What follows belongs to an exercise in optimizing a design on an open flow for small area; a production flow would make more cautious choices.
The RTL was checked by simulation tests, not by an equivalence proof against the original design.
Power figures rest on the tool's default switching activity, not on a simulated workload.

==> inputs of 05-08 <==
==> flow/design.v <==
`timescale 1ns/1ps
package rram_pkg;
  typedef logic [32-1:0]    instr_t;
  typedef logic [16-1:0] line_t;
  typedef logic [16-1:0] sense_t;
  typedef logic [7-1:0]  im_addr_t;
  typedef logic [7:0]    im_count_t;
  typedef logic [7-1:0]  ob_addr_t;
  typedef logic [7:0]    ob_count_t;
  typedef logic [4-1:0]      cell_idx_t;
endpackage
`timescale 1ns/1ps
module instr_mem (
  input  logic                clk,
  input  logic                rst,
  input  logic                wr_en,
  input  rram_pkg::instr_t    wr_data,
  input  rram_pkg::im_addr_t  rd_addr,
  output logic [9:0]          rd_word,
  output rram_pkg::im_count_t count,
  output logic                full,
  output logic                empty
);
  localparam int D = (1 << 7);
  logic [9:0] mem [0:D-1];
  logic [9:0] wr_word;
  logic [3:0] op;
  logic       is_wr, is_rd, we;
  assign op    = wr_data[31:28];
  assign is_wr = (op == 4'h1);
  assign is_rd = (op == 4'h2);
  assign wr_word = {is_wr,
                    is_wr ? wr_data[8] : is_rd,
                    is_wr ? wr_data[7:4] : wr_data[4:1],
                    wr_data[3:0]};
  assign full  = count[7];
  assign empty = (count == '0);
  assign we    = wr_en && !full;
  always_ff @(posedge clk or negedge rst) begin
    if (!rst) begin
      count <= '0;
    end else if (we) begin
      count <= count + 1'b1;
    end
  end
  always_ff @(posedge clk) begin
    if (we) begin
      mem[0] <= wr_word;
      for (int i = 1; i < D; i++) mem[i] <= mem[i-1];
    end
  end
  rram_pkg::im_addr_t rd_pos;
  assign rd_pos = count[7-1:0] - rd_addr;
  logic [D-1:0] rd_sel;
  onehot128 u_dec (.a(rd_pos), .s(rd_sel));
  for (genvar b = 0; b < 10; b++) begin : rd_bit
    logic [D-1:0] col;
    for (genvar i = 0; i < D; i++) begin : ent
      assign col[i] = mem[i][b];
    end
    sel128 u_sel (.d(col), .s(rd_sel), .y(rd_word[b]));
  end
endmodule
`timescale 1ns/1ps
module pc_counter (
  input  logic                clk,
  input  logic                rst,
  input  logic                load,
  input  rram_pkg::im_addr_t  start_addr,
  input  logic                step,
  input  rram_pkg::im_count_t limit,
  output rram_pkg::im_addr_t  pc,
  output logic                at_end
);
  rram_pkg::im_count_t pc_ext;
  always_ff @(posedge clk or negedge rst) begin
    if (!rst) begin
      pc_ext <= '0;
    end else if (load) begin
      pc_ext <= {1'b0, start_addr};
    end else if (step) begin
      pc_ext <= pc_ext + 1'b1;
    end
  end
  assign pc     = pc_ext[7-1:0];
  assign at_end = (pc_ext >= limit);
endmodule
`timescale 1ns/1ps
module ctrl_fsm (
  input  logic       clk,
  input  logic       rst,
  input  logic       enable_pc,
  input  logic       at_end,
  input  logic [9:0] word,
  input  logic [9:0] word_q,
  output logic       load,
  output logic       step,
  output logic       busy,
  output logic       capture,
  output logic       col_hold,
  output logic       m_write,
  output logic       m_pre,
  output logic       m_sense
);
  localparam logic [2:0] S_IDLE = 3'd0, S_FETCH0 = 3'd1, S_FETCH = 3'd2,
                         S_DECODE = 3'd3, S_WP = 3'd4, S_PRE = 3'd5,
                         S_SENSE = 3'd6, S_CAP = 3'd7;
  logic [2:0] state, state_d;
  logic       run_done;
  logic       fetching;
  logic       d_rd, w_wr, w_rd;
  assign d_rd = !word[9] && word[8];
  assign w_wr = word_q[9];
  assign w_rd = !word_q[9] && word_q[8];
  assign fetching = (state == S_FETCH0) || (state == S_FETCH);
  always_comb begin
    state_d = state;
    load    = 1'b0;
    step    = 1'b0;
    case (state)
      S_IDLE: begin
        if (enable_pc && !run_done) begin
          load    = 1'b1;
          state_d = S_FETCH0;
        end
      end
      S_FETCH0, S_FETCH: begin
        if (at_end || !enable_pc) begin
          state_d = S_IDLE;
        end else begin
          step    = 1'b1;
          state_d = S_DECODE;
        end
      end
      S_DECODE: state_d = d_rd ? S_PRE : S_WP;
      S_WP:     state_d = S_FETCH;
      S_PRE:    state_d = S_SENSE;
      S_SENSE:  state_d = S_CAP;
      default:  state_d = S_FETCH;
    endcase
  end
  always_ff @(posedge clk or negedge rst) begin
    if (!rst) begin
      state    <= S_IDLE;
      run_done <= 1'b0;
    end else begin
      state <= state_d;
      if (fetching && (at_end || !enable_pc)) begin
        run_done <= 1'b1;
      end else if (!enable_pc) begin
        run_done <= 1'b0;
      end
    end
  end
  assign busy     = (state != S_IDLE);
  assign capture  = (state == S_CAP);
  assign col_hold = (state == S_PRE);
  assign m_write = (state == S_FETCH) && w_wr;
  assign m_pre   = (state == S_SENSE);
  assign m_sense = (state == S_CAP) || ((state == S_FETCH) && w_rd);
endmodule
`timescale 1ns/1ps
module array_driver (
  input  logic            clk,
  input  logic            rst,
  input  logic [9:0]      word,
  input  logic            col_hold,
  input  logic            m_write,
  input  logic            m_pre,
  input  logic            m_sense,
  output rram_pkg::line_t bl_in0,
  output rram_pkg::line_t bl_in1,
  output rram_pkg::line_t sl_in0,
  output rram_pkg::line_t sl_in1,
  output rram_pkg::line_t wl_in0,
  output rram_pkg::line_t wl_in1,
  output logic            wl_en,
  output logic            bl_en,
  output logic            sl_en,
  output logic            pre,
  output logic            sa_en,
  output logic            col_select
);
  localparam int N = 16;
  logic m_read, m_set, m_reset, m_row0, rd_lo, rd_hi;
  logic [3:0] row0_lo, row1_lo, row_hi, set_lo, reset_lo, col_hi;
  assign m_read  = m_pre || m_sense;
  assign m_set   = m_write && word[8];
  assign m_reset = m_write && !word[8];
  assign m_row0  = m_write || m_read;
  assign rd_lo   = m_read && !col_select;
  assign rd_hi   = m_read && col_select;
  always_comb begin
    for (int j = 0; j < 4; j++) begin
      row0_lo[j]  = m_row0 && (word[5:4] == j);
      row1_lo[j]  = m_read && (word[5:4] == j);
      row_hi[j]   = (word[7:6] == j);
      set_lo[j]   = m_set && (word[1:0] == j);
      reset_lo[j] = m_reset && (word[1:0] == j);
      col_hi[j]   = (word[3:2] == j);
    end
  end
  always_ff @(posedge clk or negedge rst) begin
    if (!rst) begin
      col_select <= 1'b0;
    end else if (col_hold) begin
      col_select <= word[0];
    end
  end
  for (genvar i = 0; i < N; i++) begin : line
    nand2m u_wl0 (.a({row0_lo[i%4], row_hi[i/4]}), .y(wl_in0[i]));
    nand2m u_wl1 (.a({row1_lo[i%4], row_hi[i/4]}), .y(wl_in1[i]));
    nand2m u_bl1 (.a({set_lo[i%4], col_hi[i/4]}), .y(bl_in1[i]));
    nand2m u_sl0 (.a({reset_lo[i%4], col_hi[i/4]}), .y(sl_in0[i]));
    a21oim u_bl0 (.a({set_lo[i%4], col_hi[i/4]}), .b(i < N/2 ? rd_lo : rd_hi),
                  .y(bl_in0[i]));
  end
  assign sl_in1 = '1;
  assign wl_en  = m_write || m_sense;
  assign bl_en  = m_write || m_sense;
  assign sl_en  = m_write;
  assign pre    = !m_pre;
  assign sa_en  = m_sense;
endmodule
`timescale 1ns/1ps
module read_buffer (
  input  logic                clk,
  input  logic                rst,
  input  logic                capture,
  input  rram_pkg::sense_t    csa,
  input  logic                rd_en,
  input  rram_pkg::ob_addr_t  rd_addr,
  output rram_pkg::sense_t    rd_data,
  output rram_pkg::ob_count_t count
);
  localparam int D = (1 << 7);
  rram_pkg::sense_t   mem [0:D-1];
  rram_pkg::ob_addr_t pos_q;
  logic               we;
  assign we = capture && !count[7];
  always_ff @(posedge clk or negedge rst) begin
    if (!rst) begin
      count <= '0;
    end else if (we) begin
      count <= count + 1'b1;
    end
  end
  always_ff @(posedge clk) begin
    if (we) begin
      mem[0] <= csa;
      for (int i = 1; i < D; i++) mem[i] <= mem[i-1];
    end
  end
  always_ff @(posedge clk) begin
    if (rd_en) begin
      pos_q <= count[7-1:0] + ~rd_addr + we;
    end else if (we) begin
      pos_q <= pos_q + 1'b1;
    end
  end
  logic [D-1:0] rd_sel;
  onehot128 u_dec (.a(pos_q), .s(rd_sel));
  for (genvar b = 0; b < 16; b++) begin : rd_bit
    logic [D-1:0] col;
    for (genvar i = 0; i < D; i++) begin : ent
      assign col[i] = mem[i][b];
    end
    sel128 u_sel (.d(col), .s(rd_sel), .y(rd_data[b]));
  end
endmodule
module sel3n (
  input  logic [2:0] d,
  input  logic [2:0] s,
  output logic       y
);
  assign y = ~|(d & s);
endmodule
module nand2m (
  input  logic [1:0] a,
  output logic       y
);
  assign y = ~&a;
endmodule
module a21oim (
  input  logic [1:0] a,
  input  logic       b,
  output logic       y
);
  assign y = ~((a[0] & a[1]) | b);
endmodule
module nand4m (
  input  logic [3:0] a,
  output logic       y
);
  assign y = ~&a;
endmodule
module or4m (
  input  logic [3:0] a,
  output logic       y
);
  assign y = |a;
endmodule
module or3m (
  input  logic [2:0] a,
  output logic       y
);
  assign y = |a;
endmodule
module onehot128 (
  input  logic [6:0]   a,
  output logic [127:0] s
);
  always_comb begin
    for (int i = 0; i < 128; i++) s[i] = (a == i);
  end
endmodule
module sel128 (
  input  logic [127:0] d,
  input  logic [127:0] s,
  output logic         y
);
  logic [43:0] t;
  logic [10:0] u;
  logic [2:0]  v;
  for (genvar k = 0; k < 42; k++) begin : aoi
    sel3n u_a (.d(d[3*k +: 3]), .s(s[3*k +: 3]), .y(t[k]));
  end
  nand2m u_a42 (.a({d[126], s[126]}), .y(t[42]));
  nand2m u_a43 (.a({d[127], s[127]}), .y(t[43]));
  for (genvar k = 0; k < 11; k++) begin : na
    nand4m u_n (.a(t[4*k +: 4]), .y(u[k]));
  end
  or4m u_o0 (.a(u[3:0]), .y(v[0]));
  or4m u_o1 (.a(u[7:4]), .y(v[1]));
  or3m u_o2 (.a(u[10:8]), .y(v[2]));
  or3m u_y (.a(v), .y(y));
endmodule
`timescale 1ns/1ps
module rram_ctrl_top (
  input  logic                clk,
  input  logic                rst,
  input  logic                im_wr_en,
  input  rram_pkg::instr_t    im_wr_data,
  output logic                im_full,
  output logic                im_empty,
  input  logic                enable_pc,
  input  rram_pkg::im_addr_t  start_pc_addr,
  output logic                busy,
  output rram_pkg::line_t     bl_in0,
  output rram_pkg::line_t     bl_in1,
  output rram_pkg::line_t     sl_in0,
  output rram_pkg::line_t     sl_in1,
  output rram_pkg::line_t     wl_in0,
  output rram_pkg::line_t     wl_in1,
  output logic                wl_en,
  output logic                bl_en,
  output logic                sl_en,
  output logic                pre,
  output logic                sa_en,
  output logic                col_select,
  input  rram_pkg::sense_t    csa,
  input  logic                out_rd_en,
  input  rram_pkg::ob_addr_t  out_rd_addr,
  output rram_pkg::sense_t    out_rd_data,
  output rram_pkg::ob_count_t out_count
);
  logic [9:0]          word;
  logic [9:0]          word_q;
  rram_pkg::im_count_t im_count;
  rram_pkg::im_addr_t  pc;
  logic at_end, pc_load, pc_step, capture;
  logic col_hold, m_write, m_pre, m_sense;
  instr_mem u_instr_mem (
    .clk(clk), .rst(rst),
    .wr_en(im_wr_en), .wr_data(im_wr_data),
    .rd_addr(pc), .rd_word(word),
    .count(im_count), .full(im_full), .empty(im_empty)
  );
  pc_counter u_pc_counter (
    .clk(clk), .rst(rst),
    .load(pc_load), .start_addr(start_pc_addr), .step(pc_step),
    .limit(im_count), .pc(pc), .at_end(at_end)
  );
  ctrl_fsm u_ctrl_fsm (
    .clk(clk), .rst(rst),
    .enable_pc(enable_pc), .at_end(at_end), .word(word), .word_q(word_q),
    .load(pc_load), .step(pc_step), .busy(busy), .capture(capture),
    .col_hold(col_hold), .m_write(m_write), .m_pre(m_pre), .m_sense(m_sense)
  );
  always_ff @(posedge clk) begin
    word_q <= word;
  end
  array_driver u_array_driver (
    .clk(clk), .rst(rst),
    .word(word_q), .col_hold(col_hold),
    .m_write(m_write), .m_pre(m_pre), .m_sense(m_sense),
    .bl_in0(bl_in0), .bl_in1(bl_in1), .sl_in0(sl_in0), .sl_in1(sl_in1),
    .wl_in0(wl_in0), .wl_in1(wl_in1),
    .wl_en(wl_en), .bl_en(bl_en), .sl_en(sl_en),
    .pre(pre), .sa_en(sa_en), .col_select(col_select)
  );
  read_buffer u_read_buffer (
    .clk(clk), .rst(rst),
    .capture(capture), .csa(csa),
    .rd_en(out_rd_en), .rd_addr(out_rd_addr), .rd_data(out_rd_data),
    .count(out_count)
  );
endmodule
==> flow/flow/run.sh <==
#!/bin/bash
set -euo pipefail
export BUFFER_PORTS_ARGS="-buffer_cell sky130_fd_sc_hd__buf_1"
export CTS_ARGS="-sink_clustering_enable -repair_clock_nets -sink_clustering_size 28 -sink_clustering_max_diameter 90 -dont_use_dummy_load"
bash standard.sh > standard.log 2>&1
==> flow/standard.sh <==
#!/bin/bash
# synth_recipe.tcl (not shown) runs the flow's synth.tcl, then flattens the netlist and writes it again
# the make line also repeats each setting of config.mk as NAME=value (left out here)
make -C /OpenROAD-flow-scripts/flow DESIGN_CONFIG=/design/flow/config.mk WORK_HOME=/design/flow/orfs CLKGATE_MAP_FILE= SYNTH_SCRIPT=/design/flow/synth_recipe.tcl "${@:-finish}"
==> flow/config.mk <==
export PLATFORM = sky130hd
export DESIGN_NAME = rram_ctrl_top
export DESIGN_NICKNAME = rram_ctrl_top
export VERILOG_FILES = /design/flow/design.v
export SDC_FILE = /design/flow/constraint.sdc
export NUM_CORES = 4
export LEC_CHECK = 0
export CAP_MARGIN = 10
export CORE_MARGIN = 2
export CORE_UTILIZATION = 50
export CTS_CLUSTER_DIAMETER = 90
export CTS_CLUSTER_SIZE = 28
export GPL_TIMING_DRIVEN = 0
export SETUP_SLACK_MARGIN = 0.3
export SLEW_MARGIN = 10
export SYNTH_HIERARCHICAL = 1
export SYNTH_MINIMUM_KEEP_SIZE = 0
==> flow/constraint.sdc <==
create_clock -name core_clock -period 7.0 [get_ports {clk}]
set_input_delay 1.4000 -clock core_clock [delete_from_list [all_inputs] [get_ports {clk}]]
set_output_delay 1.4000 -clock core_clock [all_outputs]
set_load 0.01 [all_outputs]
==> 01-15 (differences from 05-08) <==
--- a/flow/design.v
+++ b/flow/design.v
@@ -184,4 +184,6 @@
   localparam int N = 16;
-  logic m_read, m_set, m_reset, m_row0, rd_lo, rd_hi;
-  logic [3:0] row0_lo, row1_lo, row_hi, set_lo, reset_lo, col_hi;
+  rram_pkg::line_t row_hot, col_hot;
+  logic m_read, m_set, m_reset;
+  assign row_hot = {{(N-1){1'b0}}, 1'b1} << word[7:4];
+  assign col_hot = {{(N-1){1'b0}}, 1'b1} << word[3:0];
   assign m_read  = m_pre || m_sense;
@@ -189,15 +191,2 @@
   assign m_reset = m_write && !word[8];
-  assign m_row0  = m_write || m_read;
-  assign rd_lo   = m_read && !col_select;
-  assign rd_hi   = m_read && col_select;
-  always_comb begin
-    for (int j = 0; j < 4; j++) begin
-      row0_lo[j]  = m_row0 && (word[5:4] == j);
-      row1_lo[j]  = m_read && (word[5:4] == j);
-      row_hi[j]   = (word[7:6] == j);
-      set_lo[j]   = m_set && (word[1:0] == j);
-      reset_lo[j] = m_reset && (word[1:0] == j);
-      col_hi[j]   = (word[3:2] == j);
-    end
-  end
   always_ff @(posedge clk or negedge rst) begin
@@ -209,10 +198,8 @@
   end
-  for (genvar i = 0; i < N; i++) begin : line
-    nand2m u_wl0 (.a({row0_lo[i%4], row_hi[i/4]}), .y(wl_in0[i]));
-    nand2m u_wl1 (.a({row1_lo[i%4], row_hi[i/4]}), .y(wl_in1[i]));
-    nand2m u_bl1 (.a({set_lo[i%4], col_hi[i/4]}), .y(bl_in1[i]));
-    nand2m u_sl0 (.a({reset_lo[i%4], col_hi[i/4]}), .y(sl_in0[i]));
-    a21oim u_bl0 (.a({set_lo[i%4], col_hi[i/4]}), .b(i < N/2 ? rd_lo : rd_hi),
-                  .y(bl_in0[i]));
-  end
+  assign wl_in0 = (m_write || m_read) ? ~row_hot : '1;
+  assign wl_in1 = m_read ? ~row_hot : '1;
+  assign bl_in0 = m_set ? ~col_hot :
+                  m_read ? {{(N/2){~col_select}}, {(N/2){col_select}}} : '1;
+  assign bl_in1 = m_set ? ~col_hot : '1;
+  assign sl_in0 = m_reset ? ~col_hot : '1;
   assign sl_in1 = '1;
@@ -283,9 +270,2 @@
 endmodule
-module a21oim (
-  input  logic [1:0] a,
-  input  logic       b,
-  output logic       y
-);
-  assign y = ~((a[0] & a[1]) | b);
-endmodule
 module nand4m (
==> flow/flow/run.sh (replaced) <==
#!/bin/bash
set -euo pipefail
export BUFFER_PORTS_ARGS="-buffer_cell sky130_fd_sc_hd__buf_1"
export CTS_ARGS="-sink_clustering_enable -repair_clock_nets -sink_clustering_size 28 -sink_clustering_max_diameter 60 -dont_use_dummy_load"
bash standard.sh > standard.log 2>&1
Settings changed: CTS_CLUSTER_DIAMETER 90 to 60.
==> 03-14 (differences from 05-08) <==
--- a/flow/design.v
+++ b/flow/design.v
@@ -184,4 +184,6 @@
   localparam int N = 16;
-  logic m_read, m_set, m_reset, m_row0, rd_lo, rd_hi;
-  logic [3:0] row0_lo, row1_lo, row_hi, set_lo, reset_lo, col_hi;
+  rram_pkg::line_t row_hot, col_hot;
+  logic m_read, m_set, m_reset;
+  assign row_hot = {{(N-1){1'b0}}, 1'b1} << word[7:4];
+  assign col_hot = {{(N-1){1'b0}}, 1'b1} << word[3:0];
   assign m_read  = m_pre || m_sense;
@@ -189,15 +191,2 @@
   assign m_reset = m_write && !word[8];
-  assign m_row0  = m_write || m_read;
-  assign rd_lo   = m_read && !col_select;
-  assign rd_hi   = m_read && col_select;
-  always_comb begin
-    for (int j = 0; j < 4; j++) begin
-      row0_lo[j]  = m_row0 && (word[5:4] == j);
-      row1_lo[j]  = m_read && (word[5:4] == j);
-      row_hi[j]   = (word[7:6] == j);
-      set_lo[j]   = m_set && (word[1:0] == j);
-      reset_lo[j] = m_reset && (word[1:0] == j);
-      col_hi[j]   = (word[3:2] == j);
-    end
-  end
   always_ff @(posedge clk or negedge rst) begin
@@ -209,10 +198,8 @@
   end
-  for (genvar i = 0; i < N; i++) begin : line
-    nand2m u_wl0 (.a({row0_lo[i%4], row_hi[i/4]}), .y(wl_in0[i]));
-    nand2m u_wl1 (.a({row1_lo[i%4], row_hi[i/4]}), .y(wl_in1[i]));
-    nand2m u_bl1 (.a({set_lo[i%4], col_hi[i/4]}), .y(bl_in1[i]));
-    nand2m u_sl0 (.a({reset_lo[i%4], col_hi[i/4]}), .y(sl_in0[i]));
-    a21oim u_bl0 (.a({set_lo[i%4], col_hi[i/4]}), .b(i < N/2 ? rd_lo : rd_hi),
-                  .y(bl_in0[i]));
-  end
+  assign wl_in0 = (m_write || m_read) ? ~row_hot : '1;
+  assign wl_in1 = m_read ? ~row_hot : '1;
+  assign bl_in0 = m_set ? ~col_hot :
+                  m_read ? {{(N/2){~col_select}}, {(N/2){col_select}}} : '1;
+  assign bl_in1 = m_set ? ~col_hot : '1;
+  assign sl_in0 = m_reset ? ~col_hot : '1;
   assign sl_in1 = '1;
@@ -277,17 +264,17 @@
 endmodule
-module nand2m (
-  input  logic [1:0] a,
+module sel2n (
+  input  logic [1:0] d,
+  input  logic [1:0] s,
   output logic       y
 );
-  assign y = ~&a;
+  assign y = ~|(d & s);
 endmodule
-module a21oim (
-  input  logic [1:0] a,
-  input  logic       b,
+module nand4m (
+  input  logic [3:0] a,
   output logic       y
 );
-  assign y = ~((a[0] & a[1]) | b);
+  assign y = ~&a;
 endmodule
-module nand4m (
-  input  logic [3:0] a,
+module nand3m (
+  input  logic [2:0] a,
   output logic       y
@@ -296,3 +283,3 @@
 endmodule
-module or4m (
+module nor4m (
   input  logic [3:0] a,
@@ -300,5 +287,5 @@
 );
-  assign y = |a;
+  assign y = ~|a;
 endmodule
-module or3m (
+module nor3m (
   input  logic [2:0] a,
@@ -306,3 +293,3 @@
 );
-  assign y = |a;
+  assign y = ~|a;
 endmodule
@@ -321,3 +308,3 @@
 );
-  logic [43:0] t;
+  logic [42:0] t;
   logic [10:0] u;
@@ -327,11 +314,11 @@
   end
-  nand2m u_a42 (.a({d[126], s[126]}), .y(t[42]));
-  nand2m u_a43 (.a({d[127], s[127]}), .y(t[43]));
-  for (genvar k = 0; k < 11; k++) begin : na
+  sel2n u_a42 (.d(d[127:126]), .s(s[127:126]), .y(t[42]));
+  for (genvar k = 0; k < 10; k++) begin : na
     nand4m u_n (.a(t[4*k +: 4]), .y(u[k]));
   end
-  or4m u_o0 (.a(u[3:0]), .y(v[0]));
-  or4m u_o1 (.a(u[7:4]), .y(v[1]));
-  or3m u_o2 (.a(u[10:8]), .y(v[2]));
-  or3m u_y (.a(v), .y(y));
+  nand3m u_n10 (.a(t[42:40]), .y(u[10]));
+  nor4m u_o0 (.a(u[3:0]), .y(v[0]));
+  nor4m u_o1 (.a(u[7:4]), .y(v[1]));
+  nor3m u_o2 (.a(u[10:8]), .y(v[2]));
+  nand3m u_y (.a(v), .y(y));
 endmodule
==> flow/flow/run.sh (replaced) <==
#!/bin/bash
set -euo pipefail
export BUFFER_PORTS_ARGS="-buffer_cell sky130_fd_sc_hd__buf_1"
export CTS_ARGS="-sink_clustering_enable -repair_clock_nets -sink_clustering_size 24 -sink_clustering_max_diameter 60 -dont_use_dummy_load"
bash standard.sh > standard.log 2>&1
Settings changed: CORE_UTILIZATION 50 to 60, CTS_CLUSTER_DIAMETER 90 to 60, CTS_CLUSTER_SIZE 28 to 24, SETUP_SLACK_MARGIN 0.3 to not set.
==> qor summary <==
| metric | 01-15 | 05-08 | 03-14 |
|---|---|---|---|
| First-pass GRT wire length | 394 mm | 389 mm | 393 mm |
| Inserted Clock Buffers | 189 | 143 | 194 |
| Drt total wl | 269 mm | 269 mm | 268 mm |
| Xor/xnor cell area share of the yosys netlist | 0.191% | 0.176% | 0.190% |
| Antenna diodes | 23 | 8 | 1 |
| Sequential share of cell area | 77.1% | 78.2% | 77.5% |
| Clock transition at the register clock pins on the worst setup and hold paths after CTS | 80 ps | 100 ps | 90 ps |
| Number of vias in the routed layout | 63.8k | 63.2k | 63.4k |
| Number of cells on the worst reg-to-reg path | 16 | 14 | 17 |
| Crit-path max FO | 12 | 16 | 15 |
| Run status | complete, no violations | complete, no violations | complete, no violations |
| Via count of the first global-routing pass | 60.1k | 59.3k | 60.1k |
| Row Count | 179 | 179 | 163 |
| Delay contributed by the slowest stage of the critical path | 1000 ps | 720 ps | 1050 ps |
| Post-detail-place hpwl | 172 mm | 172 mm | 174 mm |
| Post CTS Setup Buffer Count | 3 | 11 | 0 |
| Post-cts resize count | 11 | 17 | 0 |
| P_sw | 11.0 mW | 10.8 mW | 11.2 mW |
| Fraction of final layout cells with drive strength greater than 1 | 9.23% | 8.04% | 10.2% |
| Met3 layer wire length in the routed design | 29.4 mm | 27.9 mm | 27.0 mm |
| Hold Slack | 356 ps | 389 ps | 411 ps |

[port drivers added, routing unchanged]
No port has a modelled driver above. Below, the same layouts with a new extraction and two added sets of constraints.
Step 1: set_driving_cell puts a clkbuf_16 on clk and a buf_2 on each other input, an assumption about the parent block.
Step 2 moves the port delays by t, midway between the first and last clock arrival at a register: inputs arrive t later, outputs are due t later. That takes back most of the time a late clock gives input paths.
a / b / c = no drivers / after step 1 / after step 2; a / b = the first two.
| run | t (ns) | setup slack, ns | hold WS [ns] |
|---|---|---|---|
| 05-08 | 0.899 | 0.427 / 0.336 / 0.180 | 0.389 / 0.389 / 0.389 |
| 01-15 | 0.885 | 0.420 / 0.332 / 0.962 | 0.356 / 0.356 / 0.356 |
| 03-14 | 0.911 | 0.143 / 0.049 / 0.618 | 0.411 / 0.411 / 0.411 |
After both steps setup and hold are still met in every run listed. For 05-08, which loses most, drivers alone change the setup slack by -0.091 ns; drivers and shift together by -0.247 ns.
